Context: an optimization exercise on an open-source flow, tuned for small area, a short achievable clock period and few clock cycles per item. The choices shown serve that exercise and are no tape-out recipe.
No activity file was given, so power comes from the tool's default toggle rates.

== the baseline ==
// fixed_step_accumulator
module fixed_step_accumulator (
   input  logic                                 clock,
   input  logic                                 reset,
   input  logic                                 req_valid,
   output logic                                 req_ready,
   input  logic                                 req_operation,
   input  logic signed [fsa_pkg::ELAPSED_WIDTH-1:0] req_elapsed,
   output logic                                 rsp_valid,
   input  logic                                 rsp_ready,
   output logic [fsa_pkg::STEP_LIM_WIDTH-1:0]   rsp_step_count,
   output logic                                 rsp_dropped,
   output logic [fsa_pkg::BLEND_WIDTH-1:0]      rsp_blend_fraction,
   output logic [fsa_pkg::COUNT_WIDTH-1:0]      rsp_drop_count,
   output logic [fsa_pkg::DROP_TIME_WIDTH-1:0]  rsp_dropped_time,
   output logic [fsa_pkg::COUNT_WIDTH-1:0]      rsp_total_steps,
   input  logic                                 csr_valid,
   output logic                                 csr_ready,
   input  logic [fsa_pkg::CSR_INDEX_WIDTH-1:0]  csr_index,
   input  logic [fsa_pkg::CSR_DATA_WIDTH-1:0]   csr_data
);
==> flow/config.mk <==
export PLATFORM = sky130hd
export DESIGN_NAME = fixed_step_accumulator
export DESIGN_NICKNAME = fixed_step_accumulator
export VERILOG_FILES = /design/flow/design.v
export SDC_FILE = /design/flow/constraint.sdc
export NUM_CORES = 4
export LEC_CHECK = 0
export CAP_MARGIN = 20
export CORE_MARGIN = 2
export CORE_UTILIZATION = 40
export SLEW_MARGIN = 20
==> flow/constraint.sdc <==
create_clock -name core_clock -period 10.0 [get_ports {clock}]
set_input_delay 2.0000 -clock core_clock [delete_from_list [all_inputs] [get_ports {clock}]]
set_output_delay 2.0000 -clock core_clock [all_outputs]
set_load 0.01 [all_outputs]
standard.sh (not shown) runs the stock make flow with config.mk's settings and CLKGATE_MAP_FILE= SYNTH_SCRIPT=/design/flow/synth_recipe.tcl, a recipe that flattens the netlist after the stock synthesis.
==> flow/flow/run.sh <==
#!/bin/bash
set -euo pipefail
bash standard.sh SETUP_SLACK_MARGIN=6 finish > standard_make.log 2>&1
Input-level comparison between the candidate and the baseline:
diff --git a/flow/design.v b/flow/design.v
--- a/flow/design.v
+++ b/flow/design.v
@@ -201,28 +201,25 @@
    assign dchk      = (st_ff == ST_FRAC) && first_ff;
    logic [31:0] dcmp_s;
    logic        rw_ge_s;
    fsa_bk_add #(.N(32)) u_dcmp (
       .a(rw_ff), .b(~{7'd0, step_ff}), .cin(1'b1), .s(dcmp_s), .cout(rw_ge_s)
    );
    assign drop      = tight_ff && rw_ge_s;
    assign fin       = (st_ff == ST_CLR) || frac_last || drop_last;
    assign emit      = fin && adv;
    assign start     = buf_ff && ((st_ff == ST_IDLE) || emit);
    assign req_ready = !buf_ff;
    logic [31:0] a_sum;
-   logic a_co;
-   fsa_bk_add #(.N(32)) u_asum (
-      .a({8'd0, rem_ff}), .b({1'b0, bel_ff}), .cin(1'b0), .s(a_sum), .cout(a_co)
-   );
+   assign a_sum = 32'(rem_ff) + 32'(bel_ff);
    logic [31:0]   rw_ld;
    logic [QW-1:0] qs_ld;
    always_comb begin
       rw_ld  = a_sum;
       qs_ld  = '0;
       for (int c = 1; c <= NIC; c++) begin
          if (nbc == 3'(c)) begin
             rw_ld  = a_sum >> (c * BPC);
             qs_ld  = QW'(a_sum) << (QW - c * BPC);
          end
       end
    end
- When the candidate is measured against the baseline, its routed length on met1 turns out 4.8 mm higher.
- Taking the candidate over the baseline, the number of vias after detailed routing ratio works out to 1.08.
- Reported for the candidate and the baseline, number of input and output port buffers inserted turned out identical to the last digit.
- Per the comparison of the candidate with the baseline, setup slack on the worst flop-to-flop path was more or less identical, number of antenna violations at the first check in global routing went up by 1, die area went up by about 2.4%.
- For the candidate, the critical path startpoint was st_ff[0]$_SDFFE_PP0P_, unlike the baseline, where it was bel_ff[0]$_SDFFCE_PP0P_.
- Number of resized instances in the post-cts repair step, the candidate and the baseline: smaller value in the candidate
- Per the comparison of the candidate with the baseline, final total power fell about 3.5%, power consumed by combinational cells fell about 10%, aggregate routed wire length rose 9.4 mm, detail-routed net length per standard cell rose 8.0%, filler cell count in the final layout rose 3.6%.
- Status: post-route minimum period parity (the candidate, the baseline)
No functional check of the RTL was part of any run of this note.

---

Another version of the RTL of fixed_step_accumulator (not shown whole).
Size: about 210 I/O pins, roughly 21,000 sq um of cells after synthesis.
clock: 10.0 ns
lec_check: 0
cap_margin: 20
core_margin: 2
core_utilization: 40
slew_margin: 20
Scripts as last shown in full above: flow/flow/run.sh
==> next run, changes <==
--- a/flow/design.v
+++ b/flow/design.v
@@ -149,51 +149,41 @@
             end
          end
       end
    end
    assign r_s[0] = rw_ff;
    assign t_s[0] = tight_ff;
    for (genvar i = 0; i < J; i++) begin : g_step
-      logic [26:0] tn;
-      logic [4:0]  th;
-      logic [4:0]  th_dec;
-      logic        wide;
-      logic [26:0] n1, n2, n3;
+      logic [31:0] t;
+      logic [32:0] d1, d2, d3;
       logic        f1, f2, f3;
       logic [1:0]  m;
       logic        ct;
-      logic        c1, c2, c3;
       logic        s1, s2, s3;
-      logic        bm;
-      assign tn     = {r_s[i][24:0], qs_ff[QW-1-2*i -: 2]};
-      assign th     = r_s[i][29:25];
-      assign th_dec = th - 5'd1;
-      assign wide   = |r_s[i][31:25];
-      fsa_bk_add #(.N(27)) u_n1 (
-         .a(tn), .b(~{2'd0, step_ff}), .cin(1'b1), .s(n1), .cout(f1)
+      assign t  = {r_s[i][29:0], qs_ff[QW-1-2*i -: 2]};
+      fsa_bk_add #(.N(32)) u_d1 (
+         .a(t), .b(~{7'd0, step_ff}), .cin(1'b1), .s(d1[31:0]), .cout(f1)
       );
-      fsa_bk_add #(.N(27)) u_n2 (
-         .a(tn), .b(~{1'd0, step_ff, 1'b0}), .cin(1'b1), .s(n2), .cout(f2)
+      fsa_bk_add #(.N(32)) u_d2 (
+         .a(t), .b(~{6'd0, step_ff, 1'b0}), .cin(1'b1), .s(d2[31:0]), .cout(f2)
       );
-      fsa_bk_add #(.N(27)) u_n3 (
-         .a(tn), .b(~{1'd0, step3_ff}), .cin(1'b1), .s(n3), .cout(f3)
+      fsa_bk_add #(.N(32)) u_d3 (
+         .a(t), .b(~{6'd0, step3_ff}), .cin(1'b1), .s(d3[31:0]), .cout(f3)
       );
+      assign d1[32] = 1'b0;
+      assign d2[32] = 1'b0;
+      assign d3[32] = 1'b0;
       assign m  = lsh_dig[J-1-i];
       assign ct = clamp && t_s[i];
-      assign c3 = !ct || (m == 2'd3);
-      assign c2 = !ct || m[1];
-      assign c1 = !ct || (m != 2'd0);
-      assign s3 = (f3 && c3) || (wide && c3);
-      assign s2 = ((f2 && c2) || (wide && c2)) && !s3;
-      assign s1 = ((f1 && c1) || (wide && c1)) && !s3 && !s2;
-      assign r_s[i+1][26:0] = s3 ? n3 : s2 ? n2 : s1 ? n1 : tn;
-      assign bm = (m == 2'd3) ? !f3 : (m == 2'd2) ? !f2 : (m == 2'd1) ? !f1 : 1'b0;
-      assign r_s[i+1][31:27] = !wide ? 5'd0 : bm ? th_dec : th;
+      assign s3 = f3 && (!ct || (m == 2'd3));
+      assign s2 = f2 && !s3 && (!ct || m[1]);
+      assign s1 = f1 && !s3 && !s2 && (!ct || (m != 2'd0));
+      assign r_s[i+1] = s3 ? d3[31:0] : s2 ? d2[31:0] : s1 ? d1[31:0] : t;
       assign dig[i]   = {s3 || s2, s3 || s1};
-      assign t_s[i+1] = t_s[i] && (wide || (m == 2'd0) || (m == 2'd1 && f1) ||
+      assign t_s[i+1] = t_s[i] && ((m == 2'd0) || (m == 2'd1 && f1) ||
                                    (m == 2'd2 && f2) || (m == 2'd3 && f3));
    end
    logic [BPC-1:0] digs;
    always_comb begin
       for (int i = 0; i < J; i++) begin
          digs[BPC-1-2*i -: 2] = dig[i];
       end
@@ -270,17 +260,17 @@
          bel_ff <= req_elapsed[31] ? 31'd0 : req_elapsed[30:0];
       end else if (start) begin
          buf_ff <= 1'b0;
       end
    end
    logic [16:0] dpart;
    logic [15:0] lpart;
-   assign lpart = (cnt_ff == CW'(2)) ? rw_ff[15:0] : (cnt_ff == CW'(1)) ? rw_ff[31:16] : 16'd0;
+   assign lpart = dchk ? rw_ff[15:0] : (cnt_ff == CW'(1)) ? rw_ff[31:16] : 16'd0;
    fsa_bk_add #(.N(16)) u_dpart (
-      .a(disc_ff[15:0]), .b(lpart), .cin(dc_ff && (cnt_ff != CW'(2))),
+      .a(disc_ff[15:0]), .b(lpart), .cin(dc_ff && !dchk),
       .s(dpart[15:0]), .cout(dpart[16])
    );
    logic [COUNT_WIDTH-1:0] tsum;
    logic                   tsum_co;
    fsa_bk_add #(.N(COUNT_WIDTH)) u_tsum (
       .a(total_ff), .b({24'd0, out_steps_ff}), .cin(1'b0), .s(tsum), .cout(tsum_co)
    );
@@ -310,15 +300,16 @@
                   cnt_ff <= CW'(NFC - 1);
                end
             end
             ST_FRAC: begin
                first_ff <= 1'b0;
                if (dchk && drop) begin
                   st_ff  <= ST_DROP;
-                  cnt_ff <= CW'(2);
+                  cnt_ff <= CW'(1);
+                  dc_ff  <= dpart[16];
                end else begin
                   rw_ff  <= r_s[J];
                   cnt_ff <= cnt_ff - 1'b1;
                   if (cnt_ff == '0) begin
                      st_ff <= ST_IDLE;
                   end
                end
@@ -353,18 +344,17 @@
          if (adv && int_last) begin
             out_steps_ff <= 8'(qs_nx);
          end
          if (adv && (st_ff == ST_FRAC)) begin
             out_blend_ff <= bl_nx;
          end
          if (adv && dchk) begin
-            rem_ff <= rw_ff[REM_WIDTH-1:0];
+            rem_ff <= drop ? '0 : rw_ff[REM_WIDTH-1:0];
          end
-         if (adv && (st_ff == ST_DROP)) begin
-            rem_ff <= '0;
+         if (adv && ((dchk && drop) || (st_ff == ST_DROP))) begin
             if (drop_last && dpart[16]) begin
                disc_ff <= '1;
             end else begin
                disc_ff <= {dpart[15:0], disc_ff[DROP_TIME_WIDTH-1:16]};
             end
          end
          if (emit) begin
The new run went through all stages and came out clean.
Total power rises by about 3%.
Clock skew falls by 0.017 ns.
Clock-buffer cell count rises by 2.
Global-route usage falls by 0.74 points.
Die area rises by about 2%.
Final area barely changes.
Wire length stays flat.
Area after synthesis rises by 2.0%.
Worst setup slack is better by 0.22 ns.
Combinational power rises by about 8%.
No run of this note included a check of the RTL's function; only the layout flow was run.

[afterwards: timing with drivers on the ports]
Ports are ideal in the flow. The routed layouts listed here were re-timed in OpenROAD. Step 1 assumes that a clkbuf_16 drives the clock port and a buf_2 every other input. Step 2, shift: input delay + t, output delay - t, t = (earliest + latest rising clock arrival at the registers) / 2. This alone moves slack from input paths to output paths. a / b / c = no drivers / after step 1 / after step 2; a / b = the first two.
run	shift t [ns]	slack for setup (ns)	worst data-port slew with drivers (ns)
the baseline	0.614	5.780 / 5.780 / 5.477	0.06
the candidate	0.625	5.781 / 5.781 / 5.566	0.07
the first run of note 2	0.631	5.720 / 5.720 / 5.164	0.06
the second run of note 2	0.610	5.938 / 5.938 / 5.569	0.08
After both steps every run listed still meets setup and hold. For the first run of note 2, which loses most, drivers alone change the setup slack by 0.000 ns; drivers and shift together by -0.556 ns.
